From an optimization exercise on the open Yosys and OpenROAD flow, aimed at small area; shortcuts taken in it are not production practice.
In this exercise RTL edits were held to simulation tests only and were not proved equivalent to the original.
Power is estimated from default activity; no workload was simulated.

--- flow/config.mk ---
export PLATFORM = sky130hd
export DESIGN_NAME = ntrpt_cam_fifo
export DESIGN_NICKNAME = ntrpt_cam_fifo
export VERILOG_FILES = /design/flow/design.v
export SDC_FILE = /design/flow/constraint.sdc
export NUM_CORES = 4
export LEC_CHECK = 0
export CAP_MARGIN = 5
export CORE_MARGIN = 2
export CORE_UTILIZATION = 70
export SLEW_MARGIN = 5
export SYNTH_HIERARCHICAL = 1
--- flow/constraint.sdc ---
create_clock -name core_clock -period 7.0 [get_ports {clk}]
set_input_delay 1.4000 -clock core_clock [delete_from_list [all_inputs] [get_ports {clk}]]
set_output_delay 1.4000 -clock core_clock [all_outputs]
set_load 0.01 [all_outputs]
--- flow/design.v ---
package fifo_pkg;
  typedef logic [32-1:0] data_t;
  typedef logic [$clog2(16):0] count_t;
endpackage
package ntrpt_pkg;
  typedef logic [16-1:0] cause_t;
endpackage
module occupancy_counter (
  input  logic             clk,
  input  logic             reset,
  input  logic             push,
  input  logic             pop,
  output fifo_pkg::count_t count,
  output logic             push_ok,
  output logic             pop_ok
);
  logic is_full;
  logic is_empty;
  assign is_full  = (count == fifo_pkg::count_t'(16));
  assign is_empty = (count == '0);
  assign push_ok = push && (!is_full || (pop && !is_empty));
  assign pop_ok  = pop && !is_empty;
  logic up;
  logic down;
  assign up   = push_ok && !pop_ok;
  assign down = pop_ok && !push_ok;
  always_ff @(posedge clk or posedge reset) begin
    if (reset) begin
      count <= '0;
    end else begin
      count <= count + {{$clog2(16){down}}, up || down};
    end
  end
endmodule
module entry_shift_store (
  input  logic             clk,
  input  logic             reset,
  input  logic             push_ok,
  input  logic             pop_ok,
  input  fifo_pkg::data_t  din,
  input  fifo_pkg::count_t count,
  output fifo_pkg::data_t [16-1:0] entries
);
  always_ff @(posedge clk) begin
    if (push_ok) begin
      entries <= {entries[16-2:0], din};
    end
  end
endmodule
module head_select_match (
  input  logic             clk,
  input  logic             reset,
  input  logic             push_ok,
  input  logic             pop_ok,
  input  fifo_pkg::data_t  din,
  input  fifo_pkg::data_t [16-1:0] entries,
  input  fifo_pkg::count_t count,
  output fifo_pkg::data_t  dout,
  output logic             pndng,
  output logic             full,
  output logic             mtip
);
  fifo_pkg::data_t  head_word;
  fifo_pkg::count_t hits;
  logic             hit_in;
  logic             hit_out;
  logic [16-1:0] head_sel;
  always_comb begin
    for (int k = 0; k < 16; k++) begin
      head_sel[k] = (count == fifo_pkg::count_t'(k + 1));
    end
  end
  head_mux mux_i (
    .sel     (head_sel),
    .entries (entries),
    .word    (head_word)
  );
  assign hit_in  = (ntrpt_pkg::cause_t'(din) == ntrpt_pkg::cause_t'(16'h0080));
  assign hit_out = (ntrpt_pkg::cause_t'(head_word) == ntrpt_pkg::cause_t'(16'h0080));
  logic hit_up;
  logic hit_down;
  assign hit_up   = push_ok && hit_in && !(pop_ok && hit_out);
  assign hit_down = pop_ok && hit_out && !(push_ok && hit_in);
  always_ff @(posedge clk or posedge reset) begin
    if (reset) begin
      hits <= '0;
    end else begin
      hits <= hits + {{$clog2(16){hit_down}}, hit_up || hit_down};
    end
  end
  assign dout  = head_word;
  assign pndng = (count != '0);
  assign full  = (count == fifo_pkg::count_t'(16));
  assign mtip  = (hits != '0);
endmodule
module head_mux (
  input  logic [16-1:0]            sel,
  input  fifo_pkg::data_t [16-1:0] entries,
  output fifo_pkg::data_t                   word
);
  localparam int NG = (16 + 2) / 3;
  fifo_pkg::data_t [NG-1:0] part_n;
  genvar g;
  generate
    for (g = 0; g < NG; g = g + 1) begin : g_grp
      if (3 * g + 2 < 16) begin : g_three
        sel3_nor grp_i (
          .sel (sel[3*g+2:3*g]),
          .a   (entries[3*g]),
          .b   (entries[3*g+1]),
          .c   (entries[3*g+2]),
          .y_n (part_n[g])
        );
      end else begin : g_rest
        always_comb begin
          part_n[g] = '1;
          for (int k = 3 * g; k < 16; k++) begin
            part_n[g] = part_n[g] & ~({32{sel[k]}} & entries[k]);
          end
        end
      end
    end
  endgenerate
  always_comb begin
    word = '0;
    for (int k = 0; k < NG; k++) begin
      word = word | ~part_n[k];
    end
  end
endmodule
module sel3_nor (
  input  logic [2:0]      sel,
  input  fifo_pkg::data_t a,
  input  fifo_pkg::data_t b,
  input  fifo_pkg::data_t c,
  output fifo_pkg::data_t y_n
);
  assign y_n = ~(({32{sel[0]}} & a) |
                 ({32{sel[1]}} & b) |
                 ({32{sel[2]}} & c));
endmodule
module ntrpt_cam_fifo (
  input  logic            clk,
  input  logic            reset,
  input  logic            push,
  input  logic            pop,
  input  fifo_pkg::data_t din,
  output fifo_pkg::data_t dout,
  output logic            pndng,
  output logic            full,
  output logic            mtip
);
  fifo_pkg::count_t count;
  logic             push_ok;
  logic             pop_ok;
  fifo_pkg::data_t [16-1:0] entries;
  occupancy_counter occupancy_i (
    .clk     (clk),
    .reset   (reset),
    .push    (push),
    .pop     (pop),
    .count   (count),
    .push_ok (push_ok),
    .pop_ok  (pop_ok)
  );
  entry_shift_store store_i (
    .clk     (clk),
    .reset   (reset),
    .push_ok (push_ok),
    .pop_ok  (pop_ok),
    .din     (din),
    .count   (count),
    .entries (entries)
  );
  head_select_match select_i (
    .clk     (clk),
    .reset   (reset),
    .push_ok (push_ok),
    .pop_ok  (pop_ok),
    .din     (din),
    .entries (entries),
    .count   (count),
    .dout    (dout),
    .pndng   (pndng),
    .full    (full),
    .mtip    (mtip)
  );
endmodule
--- flow/flow/run.sh ---
#!/bin/bash
# Standard ORFS layout, with two changes: the port buffers are the
# smallest buffer cell, and clock-tree synthesis uses clkbuf_8 clusters
# without dummy loads. The make output goes to flow_make.log here; each
# ORFS step also keeps its own log under orfs/logs/.
set -euo pipefail
export BUFFER_PORTS_ARGS="-buffer_cell sky130_fd_sc_hd__buf_1"
export CTS_ARGS="-sink_clustering_enable -repair_clock_nets -dont_use_dummy_load -buf_list sky130_fd_sc_hd__clkbuf_8 -sink_clustering_size 18 -sink_clustering_max_diameter 50"
bash standard.sh finish > flow_make.log 2>&1
--- flow/standard.sh ---
#!/bin/bash
# synth_recipe.tcl (not shown) runs the flow's synth.tcl, then flattens the netlist and writes it again
# the make line also repeats each setting of config.mk as NAME=value (left out here)
make -C /OpenROAD-flow-scripts/flow DESIGN_CONFIG=/design/flow/config.mk WORK_HOME=/design/flow/orfs CLKGATE_MAP_FILE= SYNTH_SCRIPT=/design/flow/synth_recipe.tcl "${@:-finish}"
==> impl_metrics.xml, run 1 <==
<?xml version="1.0" encoding="UTF-8"?>
<metrics>
  <group name="clock_tree">
    <metric name="h-tree-depth" unit="">2</metric>
    <metric name="cts_hold_repair.buffers" unit="">0</metric>
    <metric name="post_cts_clock_slew_at_the_launch_and_capture_registers_of_the_worst_setup_and_hold_paths" unit="ps">100</metric>
    <metric name="post_cts_buffers" unit="">0</metric>
    <metric name="clk_path_buf_depth" unit="">3</metric>
    <metric name="clock-sinks" unit="">522</metric>
    <metric name="post_cts_resized" unit="">0</metric>
    <metric name="total_cts_buffers" unit="">39</metric>
    <metric name="cts_root_buf" unit="">sky130_fd_sc_hd__clkbuf_8</metric>
    <metric name="worstSkewPairLatency" unit="ps">570</metric>
    <metric name="cts_tree" unit="">built</metric>
  </group>
  <group name="worst_setup_path">
    <metric name="worstPathCellList" unit="">or3b_2, nor2_2, buf_12, a222oi_1, nand4_1, nor4b_1, nand4_1, nor4b_1, ha_1, inv_1, ha_1, fa_1, a21o_1, a21oi_1, xnor2_1</metric>
    <metric name="cpLargestDelayFamily" unit="">simple AND/OR/NAND/NOR gates</metric>
    <metric name="timing.setup.critical_path_class" unit="">reg -&gt; reg</metric>
    <metric name="cp.arrival" unit="ps">5480</metric>
    <metric name="worstPathRequired" unit="ps">7460</metric>
    <metric name="worst_setup_path_start_kind" unit="">register</metric>
    <metric name="worstPathBufferInverterCount" unit="">2</metric>
    <metric name="worst_path_largest_cell_delay" unit="ps">970</metric>
    <metric name="slowest_cell_on_the_critical_path" unit="">sky130_fd_sc_hd__nor2_2</metric>
    <metric name="cp_max_fo" unit="">19</metric>
    <metric name="setup.worst_path.end_class" unit="">register</metric>
  </group>
  <group name="global_route">
    <metric name="grt-ovfl-total" unit="">0</metric>
    <metric name="grt_max_degree" unit="">214</metric>
    <metric name="grt_antenna_before_repair" unit="">0</metric>
    <metric name="grt_pass1_wl" unit="mm">60.1</metric>
    <metric name="grt_util_all_layers" unit="%">28.6</metric>
    <metric name="first_global_vias" unit="">10100</metric>
  </group>
  <group name="synthesis">
    <metric name="number_of_flip_flops_and_latches_in_the_synthesized_netlist" unit="">522</metric>
    <metric name="synth.top_cells.by_area" unit="">sky130_fd_sc_hd__edfxtp_1, sky130_fd_sc_hd__a222oi_1, sky130_fd_sc_hd__buf_6</metric>
    <metric name="synth_edf_count" unit="">512</metric>
    <metric name="synth_area_per_cell" unit="µm²">20.6</metric>
    <metric name="synth.most_common_cell" unit="">sky130_fd_sc_hd__edfxtp_1</metric>
    <metric name="synth.cells.most_frequent" unit="">sky130_fd_sc_hd__edfxtp_1, sky130_fd_sc_hd__a222oi_1, sky130_fd_sc_hd__nand2_1</metric>
    <metric name="synth_async_sr_flop_share" unit="%">1.92</metric>
    <metric name="synth_warn" unit="">10</metric>
    <metric name="yosysSeqAreaShare" unit="%">83.1</metric>
    <metric name="share_of_the_synthesized_area_in_the_top_cell_type" unit="%">81.8</metric>
    <metric name="post_synthesis_net_count" unit="">961</metric>
    <metric name="synth.distinct_cells" unit="">33</metric>
    <metric name="mappedNetlistArea" unit="mm²">0.0188</metric>
    <metric name="netlist_instances" unit="">914</metric>
    <metric name="synth_flop_cell" unit="">sky130_fd_sc_hd__edfxtp_1</metric>
    <metric name="synth_top_area_cell" unit="">sky130_fd_sc_hd__edfxtp_1</metric>
  </group>
  <group name="layout">
    <metric name="filler_cell_count" unit="">1470</metric>
    <metric name="final_layout_size_suffix_gt1_share" unit="%">8.51</metric>
    <metric name="fin_util" unit="%">75.8</metric>
    <metric name="area_growth" unit="%">5.68</metric>
    <metric name="finalInstanceArea" unit="mm²">0.0199</metric>
    <metric name="antenna-diode-count" unit="">0</metric>
    <metric name="finalNetCount" unit="">1048</metric>
  </group>
  <group name="sta">
    <metric name="transition_at_the_pin_with_the_smallest_max_transition_slack" unit="ps">1270</metric>
    <metric name="finalSetupTns" unit="ps">0</metric>
    <metric name="final-hold-violation-count" unit="">0</metric>
    <metric name="period_minus_slack" unit="ps">5020</metric>
    <metric name="grt_setup_unrepaired" unit="">false</metric>
    <metric name="slew_headroom" unit="%">15.4</metric>
    <metric name="finalMaxSlewViolations" unit="">0</metric>
    <metric name="fmax" unit="GHz">0.199</metric>
    <metric name="timing.clock.skew" unit="ps">63.2</metric>
    <metric name="finalSetupViolations" unit="">0</metric>
    <metric name="whs" unit="ps">416</metric>
    <metric name="layout_worst_path_cycle_share" unit="%">71.7</metric>
  </group>
  <group name="routing">
    <metric name="final_routed_wirelength_across_all_metal_layers" unit="mm">39.9</metric>
    <metric name="route.detailed.vias_per_inst" unit="">7.49</metric>
    <metric name="drt_drc_violations_left" unit="">0</metric>
    <metric name="detail-route-antenna-nets" unit="">0</metric>
    <metric name="drtIter0Drc" unit="">2230</metric>
    <metric name="routed-via-count" unit="">9997</metric>
    <metric name="avgRoutedWirePerCell" unit="µm">29.9</metric>
    <metric name="first_pass_iters" unit="">9</metric>
  </group>
  <group name="floorplanning">
    <metric name="placement_rows" unit="">59</metric>
    <metric name="starting_density" unit="%">71.7</metric>
    <metric name="num_io_pins" unit="">71</metric>
    <metric name="floorplan.die.height" unit="µm">168</metric>
    <metric name="design.die.area" unit="mm²">0.0282</metric>
    <metric name="coreArea" unit="mm²">0.0262</metric>
    <metric name="floorplan.die.width" unit="µm">168</metric>
  </group>
  <group name="min_path">
    <metric name="type_of_the_worst_min_delay_path" unit="">reg -&gt; reg</metric>
  </group>
  <group name="job">
    <metric name="max-cap-violations" unit="">0</metric>
  </group>
  <group name="place">
    <metric name="io_buffers" unit="">70</metric>
    <metric name="place.gp.congestion" unit="">0.848</metric>
    <metric name="dpl_cell_area" unit="mm²">0.0193</metric>
    <metric name="place_hpwl" unit="mm">23.1</metric>
  </group>
  <group name="power_and_ir_drop">
    <metric name="vdd_ir_drop_max" unit="mV">0.207</metric>
    <metric name="power.density" unit="mW/mm²">345</metric>
    <metric name="power.leakage" unit="nW">6.41</metric>
  </group>
  <group name="outcome">
    <metric name="status" unit="">finished clean</metric>
  </group>
</metrics>
through the flow:
stage / instances / setup slack, ps / power [W]
after floorplan: 914 / 161 / 0.00495
after global placement: 1295 / 2140 / 0.00547
after detailed placement: 1295 / 2030 / 0.00552
after CTS: 1334 / 2020 / 0.00686
after global routing: 1334 / 1750 / 0.00711
final: 1334 / 1980 / 0.00685
logic make-up (layout without fill, tap and decap cells):
group | Yosys count | after routing | share of synthesized area [%]
xor gates and xnor gates | 7 | 7 | 0.326
buffers and inverters | 57 | 142 | 2.56
adders and majority gates | 11 | 11 | 0.812
AOI/OAI and AO/OA | 171 | 171 | 8.88
DFF | 522 | 522 | 83.1
and+or+nand+nor | 146 | 146 | 4.32
cell usage in the layout (no fill, tap or decap), types with 3 or more instances in the layout:
| cell type | n |
|---|---|
| sky130_fd_sc_hd__edfxtp_1 | 512 |
| sky130_fd_sc_hd__a222oi_1 | 160 |
| sky130_fd_sc_hd__buf_1 | 70 |
| sky130_fd_sc_hd__clkbuf_8 | 39 |
| sky130_fd_sc_hd__nand2_1 | 36 |
| sky130_fd_sc_hd__nand4_1 | 34 |
| sky130_fd_sc_hd__and3_1 | 32 |
| sky130_fd_sc_hd__buf_4 | 20 |
| sky130_fd_sc_hd__nor2_2 | 12 |
| sky130_fd_sc_hd__dfrtp_1 | 10 |
| sky130_fd_sc_hd__inv_1 | 9 |
| sky130_fd_sc_hd__ha_1 | 9 |
| sky130_fd_sc_hd__a21oi_1 | 5 |
| sky130_fd_sc_hd__a21o_1 | 4 |
| sky130_fd_sc_hd__nor4_1 | 4 |
| sky130_fd_sc_hd__nor3_1 | 4 |
| sky130_fd_sc_hd__xnor2_1 | 4 |
| sky130_fd_sc_hd__nor2_1 | 4 |
| sky130_fd_sc_hd__buf_12 | 4 |
| sky130_fd_sc_hd__xor2_1 | 3 |
| sky130_fd_sc_hd__nor4b_1 | 3 |
modules after synthesis, one instance, submodules excluded, excerpt:
| module | flip-flops and latches | cell area (µm²) |
|---|---|---|
| entry_shift_store | 512 | 15400 |
| head_mux | 0 | 554 |
| head_select_match | 5 | 504 |
| sel3_nor | 0 | 403 |
| occupancy_counter | 5 | 354 |
power breakdown:
group	switching [W]	internal [W]
sequential	0.000205	0.00383
clock	0.000864	0.000503
combinational	0.000949	0.000498
total	0.00202	0.00483
path summary, 6_finish.rpt:
path | from | end | slack [ps] | depth (start not counted)
max | occupancy_i.count[4] | select_i.hits[4] | 1980 | 15
min | store_i.entries[190] | store_i.entries[222] | 420 | 0
max reg2reg | occupancy_i.count[4] | select_i.hits[4] | 1980 | 15
min reg2reg | store_i.entries[190] | store_i.entries[222] | 420 | 0
max in group asynchronous | reset | select_i.hits[1] | 6040 | 2
min in group asynchronous | reset | occupancy_i.count[1] | 730 | 2
sequential cells by signal, summed over array words and instances (netlist names):
register,cells
store_i.entries,512
select_i.hits,5
occupancy_i.count,5
area by class of cell:
class                      instances  area [µm²]  share of cell area (%)
clock buffer                      39         537                    2.70
inverter                           9        33.8                   0.170
multi-input combinational        335        2760                    13.9
sequential                       522       15600                    78.6
tap                              335         419                    2.11
timing repair buffer              94         493                    2.48
per-layer routing:
metal,share of wire [%],track usage (%),vias up
met5,0,0,-
met4,2.3,8.05,0
met3,12,4.72,78
met2,48,45.8,734
met1,38,42.0,5011
li1,-,-,4174
==> run 2: changes to the inputs <==
--- a/flow/design.v
+++ b/flow/design.v
@@ -16,9 +16,9 @@
 );
   logic is_full;
   logic is_empty;
-  assign is_full  = (count == fifo_pkg::count_t'(16));
+  assign is_full  = count[$clog2(16)];
   assign is_empty = (count == '0);
-  assign push_ok = push && (!is_full || (pop && !is_empty));
+  assign push_ok = push && (!is_full || pop);
   assign pop_ok  = pop && !is_empty;
   logic up;
   logic down;
@@ -66,9 +66,10 @@
   logic             hit_out;
   logic [16-1:0] head_sel;
   always_comb begin
-    for (int k = 0; k < 16; k++) begin
-      head_sel[k] = (count == fifo_pkg::count_t'(k + 1));
+    for (int k = 0; k < 16 - 1; k++) begin
+      head_sel[k] = (count[$clog2(16)-1:0] == ($clog2(16))'(k + 1));
     end
+    head_sel[16-1] = count[$clog2(16)];
   end
   head_mux mux_i (
     .sel     (head_sel),
@@ -90,7 +91,7 @@
   end
   assign dout  = head_word;
   assign pndng = (count != '0);
-  assign full  = (count == fifo_pkg::count_t'(16));
+  assign full  = count[$clog2(16)];
   assign mtip  = (hits != '0);
 endmodule
 module head_mux (
--- a/flow/config.mk
+++ b/flow/config.mk
@@ -5,8 +5,8 @@
 export SDC_FILE = /design/flow/constraint.sdc
 export NUM_CORES = 4
 export LEC_CHECK = 0
-export CAP_MARGIN = 5
+export CAP_MARGIN = 20
 export CORE_MARGIN = 2
 export CORE_UTILIZATION = 70
-export SLEW_MARGIN = 5
+export SLEW_MARGIN = 20
 export SYNTH_HIERARCHICAL = 1
==> run 2 against run 1 <==
Net effect:
- largest power group unchanged
- still clean
- maximum frequency rose by 6.0%
- combinational power rose by 28%
- critical endpoint unchanged
- largest cell class unchanged
- core utilization fell by 0.11 points
==> impl_metrics.xml, run 2 <==
<?xml version="1.0" encoding="UTF-8"?>
<metrics>
  <group name="place">
    <metric name="place.gp.congestion" unit="">0.871</metric>
    <metric name="dp_cells" unit="">1292</metric>
    <metric name="place_hpwl" unit="mm">22.1</metric>
    <metric name="io_buffers" unit="">70</metric>
    <metric name="dpl_cell_area" unit="mm²">0.0193</metric>
  </group>
  <group name="sta">
    <metric name="grt_setup_unrepaired" unit="">false</metric>
    <metric name="transition_at_the_pin_with_the_smallest_max_transition_slack" unit="ps">1080</metric>
    <metric name="finalSetupTns" unit="ps">0</metric>
    <metric name="finalSetupViolations" unit="">0</metric>
    <metric name="fmax" unit="GHz">0.211</metric>
    <metric name="finalMaxSlewViolations" unit="">0</metric>
    <metric name="period_minus_slack" unit="ps">4740</metric>
    <metric name="slew_headroom" unit="%">27.9</metric>
    <metric name="timing.clock.skew" unit="ps">53.0</metric>
    <metric name="final-hold-violation-count" unit="">0</metric>
    <metric name="layout_worst_path_cycle_share" unit="%">67.7</metric>
  </group>
  <group name="layout">
    <metric name="mostFrequentLayoutCells" unit="">sky130_fd_sc_hd__edfxtp_1, sky130_fd_sc_hd__a222oi_1, sky130_fd_sc_hd__buf_1</metric>
    <metric name="top_register" unit="">store_i.entries</metric>
    <metric name="largest_register_ffs" unit="">512</metric>
    <metric name="final_layout_size_suffix_gt1_share" unit="%">9.14</metric>
    <metric name="post_layout_nonfiller_instances" unit="">1331</metric>
    <metric name="area_growth" unit="%">5.69</metric>
    <metric name="filler_cell_count" unit="">1426</metric>
    <metric name="finalInstanceArea" unit="mm²">0.0198</metric>
    <metric name="commonest_non_fill_non_tap_cell_in_the_layout" unit="">sky130_fd_sc_hd__edfxtp_1</metric>
    <metric name="biggestRegsByFlops" unit="">store_i.entries (512), occupancy_i.count (5), select_i.hits (5)</metric>
    <metric name="antenna-diode-count" unit="">0</metric>
    <metric name="finalNetCount" unit="">1046</metric>
  </group>
  <group name="global_route">
    <metric name="first_global_vias" unit="">9999</metric>
    <metric name="grt_use_met3" unit="%">4.47</metric>
    <metric name="met2_usage" unit="%">43.7</metric>
    <metric name="busiest_layer" unit="">met2</metric>
    <metric name="grt_max_degree" unit="">201</metric>
    <metric name="grt_use_met1" unit="%">40.7</metric>
    <metric name="grt_util_all_layers" unit="%">27.6</metric>
    <metric name="grt-ovfl-total" unit="">0</metric>
    <metric name="grt_pass1_wl" unit="mm">58.5</metric>
    <metric name="grt_antenna_before_repair" unit="">0</metric>
  </group>
  <group name="floorplanning">
    <metric name="floorplan.die.height" unit="µm">168</metric>
    <metric name="placement_rows" unit="">59</metric>
    <metric name="coreArea" unit="mm²">0.0262</metric>
    <metric name="starting_density" unit="%">71.6</metric>
    <metric name="num_io_pins" unit="">71</metric>
    <metric name="floorplan.die.width" unit="µm">168</metric>
    <metric name="design.die.area" unit="mm²">0.0281</metric>
  </group>
  <group name="clock_tree">
    <metric name="total_cts_buffers" unit="">39</metric>
    <metric name="cts_root_buf" unit="">sky130_fd_sc_hd__clkbuf_8</metric>
    <metric name="post_cts_resized" unit="">0</metric>
    <metric name="worstSkewPairLatency" unit="ps">580</metric>
    <metric name="clock-sinks" unit="">522</metric>
    <metric name="cts_hold_repair.buffers" unit="">0</metric>
    <metric name="cts_tree" unit="">built</metric>
    <metric name="clk_path_buf_depth" unit="">3</metric>
    <metric name="h-tree-depth" unit="">2</metric>
    <metric name="post_cts_buffers" unit="">0</metric>
    <metric name="post_cts_clock_slew_at_the_launch_and_capture_registers_of_the_worst_setup_and_hold_paths" unit="ps">100</metric>
  </group>
  <group name="synthesis">
    <metric name="synth.most_common_cell" unit="">sky130_fd_sc_hd__edfxtp_1</metric>
    <metric name="number_of_flip_flops_and_latches_in_the_synthesized_netlist" unit="">522</metric>
    <metric name="synth_warn" unit="">10</metric>
    <metric name="synth.top_cells.by_area" unit="">sky130_fd_sc_hd__edfxtp_1, sky130_fd_sc_hd__a222oi_1, sky130_fd_sc_hd__buf_6</metric>
    <metric name="synth_top_area_cell" unit="">sky130_fd_sc_hd__edfxtp_1</metric>
    <metric name="post_synthesis_net_count" unit="">958</metric>
    <metric name="synth.distinct_cells" unit="">26</metric>
    <metric name="synth_flop_cell" unit="">sky130_fd_sc_hd__edfxtp_1</metric>
    <metric name="synth_area_per_cell" unit="µm²">20.6</metric>
    <metric name="synth.cells.most_frequent" unit="">sky130_fd_sc_hd__edfxtp_1, sky130_fd_sc_hd__a222oi_1, sky130_fd_sc_hd__nand2_1</metric>
    <metric name="yosysSeqAreaShare" unit="%">83.2</metric>
    <metric name="synth_async_sr_flop_share" unit="%">1.92</metric>
    <metric name="synth_edf_count" unit="">512</metric>
    <metric name="mappedNetlistArea" unit="mm²">0.0188</metric>
    <metric name="share_of_the_synthesized_area_in_the_top_cell_type" unit="%">81.9</metric>
    <metric name="netlist_instances" unit="">910</metric>
  </group>
  <group name="worst_setup_path">
    <metric name="timing.setup.critical_path_class" unit="">reg -&gt; reg</metric>
    <metric name="worstPathBufferInverterCount" unit="">2</metric>
    <metric name="worstPathCellList" unit="">nand2b_1, nor3_2, buf_4, a222oi_1, and3_1, nand4_1, nor4_1, nand4_1, nor4b_1, ha_1, inv_2, ha_4, fa_2, a21o_1, a21oi_2, xnor2_1</metric>
    <metric name="cpLargestDelayFamily" unit="">simple AND/OR/NAND/NOR gates</metric>
    <metric name="r2r_slack" unit="ps">2260</metric>
    <metric name="worst_setup_path_start_kind" unit="">register</metric>
    <metric name="cp.arrival" unit="ps">5180</metric>
    <metric name="cp_max_fo" unit="">28</metric>
    <metric name="worst_path_largest_cell_delay" unit="ps">550</metric>
    <metric name="slowest_cell_on_the_critical_path" unit="">sky130_fd_sc_hd__dfrtp_1</metric>
    <metric name="setup.worst_path.end_class" unit="">register</metric>
    <metric name="worstPathRequired" unit="ps">7440</metric>
    <metric name="timing.critical_path.mode_cell" unit="">sky130_fd_sc_hd__nand4_1</metric>
  </group>
  <group name="routing">
    <metric name="avgRoutedWirePerCell" unit="µm">29.1</metric>
    <metric name="drtIter0Drc" unit="">1846</metric>
    <metric name="final_routed_wirelength_across_all_metal_layers" unit="mm">38.7</metric>
    <metric name="drt_drc_violations_left" unit="">0</metric>
    <metric name="routed-via-count" unit="">10000</metric>
    <metric name="route.detailed.vias_per_inst" unit="">7.54</metric>
    <metric name="first_pass_iters" unit="">9</metric>
    <metric name="detail-route-antenna-nets" unit="">0</metric>
  </group>
  <group name="power_and_ir_drop">
    <metric name="design_power_total" unit="W">0.00764</metric>
    <metric name="power.density" unit="mW/mm²">385</metric>
    <metric name="vdd_ir_drop_max" unit="mV">0.272</metric>
    <metric name="power.leakage" unit="nW">6.31</metric>
  </group>
  <group name="job">
    <metric name="max-cap-violations" unit="">0</metric>
  </group>
  <group name="outcome">
    <metric name="status" unit="">finished clean</metric>
  </group>
  <group name="min_path">
    <metric name="type_of_the_worst_min_delay_path" unit="">reg -&gt; reg</metric>
  </group>
</metrics>
-- run 2: changes by cell type after synthesis, sizes merged, moves of 3 or more --
cell	change
nand2b	+3
nor2	-3
or3	-3
nor3	+4
-- run 2: worst reg2reg max path, cell delays in order (launching register included) --
cell                       delay (ps)
sky130_fd_sc_hd__dfrtp_1          550
sky130_fd_sc_hd__nand2b_1         310
sky130_fd_sc_hd__nor3_2           140
sky130_fd_sc_hd__buf_4            310
sky130_fd_sc_hd__a222oi_1         450
sky130_fd_sc_hd__and3_1           240
sky130_fd_sc_hd__nand4_1          220
sky130_fd_sc_hd__nor4_1           530
sky130_fd_sc_hd__nand4_1          310
sky130_fd_sc_hd__nor4b_1          340
sky130_fd_sc_hd__ha_1             190
sky130_fd_sc_hd__inv_2             50
sky130_fd_sc_hd__ha_4             160
sky130_fd_sc_hd__fa_2             390
sky130_fd_sc_hd__a21o_1           170
sky130_fd_sc_hd__a21oi_2          150
sky130_fd_sc_hd__xnor2_1          140
-- run 2: worst paths after layout --
kind	start	endpoint	cells past startpoint
min in group asynchronous	reset	occupancy_i.count[2]	2
setup / recovery	occupancy_i.count[3]	select_i.hits[4]	16
hold / removal	store_i.entries[253]	store_i.entries[285]	0
setup reg to reg	occupancy_i.count[3]	select_i.hits[4]	16
max in group asynchronous	reset	select_i.hits[2]	2
hold reg to reg	store_i.entries[253]	store_i.entries[285]	0
-- run 2: where the power goes --
part / switching, W / internal, W / leakage [nW]
Clock: 0.000865 / 0.000502 / 0.280
Sequential: 0.000305 / 0.00411 / 5.03
Combinational: 0.00123 / 0.000616 / 1.01
-- run 2: layout make-up --
class / instances / area [µm²] / share of cell area (%)
inverter: 10 / 41.3 / 0.208
clock buffer: 39 / 537 / 2.71
timing repair buffer: 97 / 482 / 2.43
sequential: 522 / 15600 / 78.8
tap: 335 / 419 / 2.11
multi-input combinational: 328 / 2740 / 13.8
-- run 2: kinds of logic after synthesis --
kind of cell	count (synthesis)	synth area share [%]
DFF	522	83.2
AOI/OAI and AO/OA	169	8.86
and+or+nand+nor	139	3.99
buffers and inverters	60	2.66
adders and majority gates	12	0.880
xor gates and xnor gates	8	0.373
-- run 2: metrics by stage --
step	setup slack (ps)	utilization (%)	hold WS [ps]
2_1_floorplan	-3350	-	425
3_3_place_gp	2630	73.6	430
3_5_place_dp	2330	73.6	432
4_1_cts	2280	75.7	424
5_1_grt	2050	75.7	438
6_report	2260	75.7	428
-- run 2: per-layer routing --
layer	part of all wire, %	wire (µm)	up-vias
li1	-	-	4154
met1	38	14600	5035
met2	48	18600	763
met3	12	4500	87
met4	2.6	1000	0
met5	0	0	-
-- run 2: Yosys stat by module, one instance, submodules excluded, excerpt --
module,area (µm²),times used,flops+latches,cells
entry_shift_store,15400,1,512,512
sel3_nor,403,5,0,41
occupancy_counter,338,1,5,33
head_select_match,490,1,5,61
head_mux,554,1,0,99
==> run 3: changes to the inputs <==
--- a/flow/config.mk
+++ b/flow/config.mk
@@ -7,6 +7,6 @@
 export LEC_CHECK = 0
 export CAP_MARGIN = 20
 export CORE_MARGIN = 2
-export CORE_UTILIZATION = 70
+export CORE_UTILIZATION = 85
 export SLEW_MARGIN = 20
 export SYNTH_HIERARCHICAL = 1
==> run 3 against run 2 <==
Net effect:
- final area fell by 0.26%
- synthesized area did not move
- via count rose by 6.8%
- maximum frequency fell by 3.7%
- combinational power rose by 8%
- critical path depth fell by 1
- clock power barely moved
- final cell count fell by 4.1%
- clock skew fell by 11 ps
- die area fell by 17%
- worst hold slack improved by 3.5 ps
- core utilization rose by 15 points
- highest routed layer unchanged
==> impl_metrics.xml, run 3 <==
<?xml version="1.0" encoding="UTF-8"?>
<metrics>
  <group name="routing">
    <metric name="drtIter0Drc" unit="">2699</metric>
    <metric name="detail-route-antenna-nets" unit="">0</metric>
    <metric name="final_routed_wirelength_across_all_metal_layers" unit="mm">44.8</metric>
    <metric name="first_pass_iters" unit="">12</metric>
    <metric name="avgRoutedWirePerCell" unit="µm">35.1</metric>
    <metric name="route.detailed.vias_per_inst" unit="">8.40</metric>
    <metric name="routed-via-count" unit="">10700</metric>
    <metric name="drt_drc_violations_left" unit="">0</metric>
  </group>
  <group name="synthesis">
    <metric name="synth.cells.most_frequent" unit="">sky130_fd_sc_hd__edfxtp_1, sky130_fd_sc_hd__a222oi_1, sky130_fd_sc_hd__nand2_1</metric>
    <metric name="synth.most_common_cell" unit="">sky130_fd_sc_hd__edfxtp_1</metric>
    <metric name="synth.top_cells.by_area" unit="">sky130_fd_sc_hd__edfxtp_1, sky130_fd_sc_hd__a222oi_1, sky130_fd_sc_hd__buf_6</metric>
    <metric name="synth_async_sr_flop_share" unit="%">1.92</metric>
    <metric name="share_of_the_synthesized_area_in_the_top_cell_type" unit="%">81.9</metric>
    <metric name="post_synthesis_net_count" unit="">958</metric>
    <metric name="yosysSeqAreaShare" unit="%">83.2</metric>
    <metric name="synth.distinct_cells" unit="">26</metric>
    <metric name="netlist_instances" unit="">910</metric>
    <metric name="synth_edf_count" unit="">512</metric>
    <metric name="synth_warn" unit="">10</metric>
    <metric name="synth_top_area_cell" unit="">sky130_fd_sc_hd__edfxtp_1</metric>
    <metric name="synth_flop_cell" unit="">sky130_fd_sc_hd__edfxtp_1</metric>
    <metric name="synth_area_per_cell" unit="µm²">20.6</metric>
    <metric name="mappedNetlistArea" unit="mm²">0.0188</metric>
    <metric name="number_of_flip_flops_and_latches_in_the_synthesized_netlist" unit="">522</metric>
  </group>
  <group name="floorplanning">
    <metric name="num_io_pins" unit="">71</metric>
    <metric name="starting_density" unit="%">86.3</metric>
    <metric name="coreArea" unit="mm²">0.0218</metric>
    <metric name="floorplan.die.width" unit="µm">153</metric>
    <metric name="placement_rows" unit="">54</metric>
    <metric name="floorplan.die.height" unit="µm">153</metric>
    <metric name="design.die.area" unit="mm²">0.0233</metric>
  </group>
  <group name="sta">
    <metric name="slew_headroom" unit="%">21.0</metric>
    <metric name="grt_setup_unrepaired" unit="">false</metric>
    <metric name="whs" unit="ps">431</metric>
    <metric name="layout_worst_path_cycle_share" unit="%">70.3</metric>
    <metric name="final-hold-violation-count" unit="">0</metric>
    <metric name="fmax" unit="GHz">0.203</metric>
    <metric name="period_minus_slack" unit="ps">4920</metric>
    <metric name="finalSetupViolations" unit="">0</metric>
    <metric name="finalMaxSlewViolations" unit="">0</metric>
    <metric name="transition_at_the_pin_with_the_smallest_max_transition_slack" unit="ps">1180</metric>
    <metric name="finalWorstSetupSlack" unit="ps">2080</metric>
    <metric name="timing.clock.skew" unit="ps">41.7</metric>
  </group>
  <group name="min_path">
    <metric name="type_of_the_worst_min_delay_path" unit="">reg -&gt; reg</metric>
    <metric name="hold_path_startpoint" unit="">store_i.entries[162]</metric>
  </group>
  <group name="clock_tree">
    <metric name="total_cts_buffers" unit="">37</metric>
    <metric name="cts_tree" unit="">built</metric>
    <metric name="h-tree-depth" unit="">2</metric>
    <metric name="cts_root_buf" unit="">sky130_fd_sc_hd__clkbuf_8</metric>
    <metric name="clk_path_buf_depth" unit="">3</metric>
    <metric name="post_cts_resized" unit="">0</metric>
    <metric name="post_cts_clock_slew_at_the_launch_and_capture_registers_of_the_worst_setup_and_hold_paths" unit="ps">100</metric>
    <metric name="cts_hold_repair.buffers" unit="">0</metric>
    <metric name="clock-sinks" unit="">522</metric>
    <metric name="worstSkewPairLatency" unit="ps">570</metric>
    <metric name="post_cts_buffers" unit="">0</metric>
  </group>
  <group name="worst_setup_path">
    <metric name="worst_setup_path_start_kind" unit="">register</metric>
    <metric name="setup.worst_path.end_class" unit="">register</metric>
    <metric name="worstReg2RegStart" unit="">occupancy_i.count[2]</metric>
    <metric name="timing.setup.critical_path_class" unit="">reg -&gt; reg</metric>
    <metric name="crit_start" unit="">occupancy_i.count[2]</metric>
    <metric name="worstPathRequired" unit="ps">7480</metric>
    <metric name="cp.arrival" unit="ps">5400</metric>
    <metric name="cp_max_fo" unit="">32</metric>
  </group>
  <group name="outcome">
    <metric name="status" unit="">finished clean</metric>
  </group>
  <group name="layout">
    <metric name="fin_util" unit="%">91.0</metric>
    <metric name="filler_cell_count" unit="">667</metric>
    <metric name="area_growth" unit="%">5.42</metric>
    <metric name="finalNetCount" unit="">1046</metric>
    <metric name="antenna-diode-count" unit="">0</metric>
    <metric name="commonest_non_fill_non_tap_cell_in_the_layout" unit="">sky130_fd_sc_hd__edfxtp_1</metric>
    <metric name="final_layout_size_suffix_gt1_share" unit="%">9.14</metric>
    <metric name="biggestRegsByFlops" unit="">store_i.entries (512), occupancy_i.count (5), select_i.hits (5)</metric>
    <metric name="post_layout_nonfiller_instances" unit="">1276</metric>
    <metric name="largest_register_ffs" unit="">512</metric>
    <metric name="top_register" unit="">store_i.entries</metric>
    <metric name="mostFrequentLayoutCells" unit="">sky130_fd_sc_hd__edfxtp_1, sky130_fd_sc_hd__a222oi_1, sky130_fd_sc_hd__buf_1</metric>
  </group>
  <group name="place">
    <metric name="dp_cells" unit="">1237</metric>
    <metric name="place.gp.congestion" unit="">0.877</metric>
    <metric name="preCtsSetupSlack" unit="ps">2080</metric>
    <metric name="io_buffers" unit="">70</metric>
    <metric name="place_hpwl" unit="mm">24.4</metric>
  </group>
  <group name="power_and_ir_drop">
    <metric name="vdd_ir_drop_max" unit="mV">0.298</metric>
    <metric name="power.leakage" unit="nW">6.32</metric>
    <metric name="power.density" unit="mW/mm²">394</metric>
  </group>
  <group name="global_route">
    <metric name="first_global_vias" unit="">10700</metric>
    <metric name="grt_pass1_wl" unit="mm">65.2</metric>
    <metric name="grt_util_all_layers" unit="%">38.0</metric>
    <metric name="grt_antenna_before_repair" unit="">0</metric>
    <metric name="grt_max_degree" unit="">94</metric>
    <metric name="grt-ovfl-total" unit="">0</metric>
  </group>
  <group name="job">
    <metric name="max-cap-violations" unit="">0</metric>
  </group>
</metrics>
-- run 3: cell counts after synthesis --
Identical to the previous run, type by type.
-- run 3: final timing paths --
kind	to	slack, ps	depth (start not counted)
setup / recovery	select_i.hits[4]	2080	15
hold / removal	store_i.entries[194]	430	0
setup reg to reg	select_i.hits[4]	2080	15
hold reg to reg	store_i.entries[194]	430	0
max in group asynchronous	select_i.hits[0]	6050	2
min in group asynchronous	occupancy_i.count[0]	760	2
-- run 3: cell type report --
cell class	instances	area [µm²]	area share (%)
Clock buffer	37	509	2.57
Multi-Input combinational cell	328	2750	13.9
Timing Repair Buffer	99	512	2.59
Inverter	10	41.3	0.209
Sequential cell	522	15600	79.0
Tap cell	280	350	1.77
-- run 3: layer usage --
metal / wire, µm / track usage (%)
met5: 0 / 0
met4: 2330 / 18.8
met3: 6880 / 8.19
met2: 21500 / 60.0
met1: 14100 / 52.5
-- run 3: cells by family after synthesis --
logic type               Yosys count  share of synthesized area, %
AO/OA/AOI/OAI                    169                          8.86
adder cells (fa/ha/maj)           12                         0.880
buffers and inverters             60                          2.66
AND/OR/NAND/NOR                  139                          3.99
XOR/XNOR                           8                         0.373
flip-flops                       522                          83.2
-- run 3: critical path: stages (launching register included) --
cell                       delay (ps)
sky130_fd_sc_hd__dfrtp_1          520
sky130_fd_sc_hd__nand2b_1         360
sky130_fd_sc_hd__nor2_4           960
sky130_fd_sc_hd__a222oi_1         310
sky130_fd_sc_hd__and3_1           290
sky130_fd_sc_hd__nand4_1          110
sky130_fd_sc_hd__nor4b_1          430
sky130_fd_sc_hd__nand4_1          240
sky130_fd_sc_hd__nor4b_1          340
sky130_fd_sc_hd__ha_1             200
sky130_fd_sc_hd__inv_2             50
sky130_fd_sc_hd__ha_4             160
sky130_fd_sc_hd__fa_2             410
sky130_fd_sc_hd__a21o_1           190
sky130_fd_sc_hd__a21oi_2          150
sky130_fd_sc_hd__xnor2_1          120
-- run 3: where the power goes --
group | leakage [nW] | internal, W | switching, W | total (W)
clock | 0.266 | 0.000479 | 0.000874 | 0.00135
sequential | 5.03 | 0.00412 | 0.000339 | 0.00445
combinational | 1.02 | 0.000626 | 0.00137 | 0.00200
-- run 3: modules after synthesis (local to each module, per instance), excerpt --
module             area (µm²)  times used  cells inside  flip-flops and latches
head_select_match         490           1            61                       5
head_mux                  554           1            99                       0
occupancy_counter         338           1            33                       5
sel3_nor                  403           5            41                       0
entry_shift_store       15400           1           512                     512
-- run 3: through the flow --
step	instance area, µm²	TNS, ps	power [W]
after floorplan	18800	-1362620	0.00572
after global placement	19200	0	0.00618
after detailed placement	19200	0	0.00634
after CTS	19700	0	0.00770
after global routing	19800	0	0.00798
final	19800	0	0.00780

[what the ideal ports hide]
No port has a modelled driver above. Below, the same layouts with a new extraction and two added sets of constraints. Step 1, drivers: a clkbuf_16 drives clk and a buf_2 each remaining input, both assumed. Step 2 also shifts input and output timing later by t, the mid clock arrival at the registers, as if the neighbouring blocks saw the same clock. a / b / c = ideal ports / drivers / drivers and shift; a / b = the first two.
run | t, ns | setup WS [ns] | worst setup path at the end | clock arrival spread, ns | worst register clock-pin slew, ns
run 1 | 0.592 | 1.980 / 1.960 / 1.980 | register to register | 0.063 / 0.063 | 0.11 / 0.11
run 2 | 0.595 | 2.264 / 2.264 / 2.264 | register to register | 0.053 / 0.053 | 0.11 / 0.11
run 3 | 0.603 | 2.082 / 2.082 / 2.082 | register to register | 0.049 / 0.050 | 0.11 / 0.11
After both steps setup and hold are still met in every run listed.
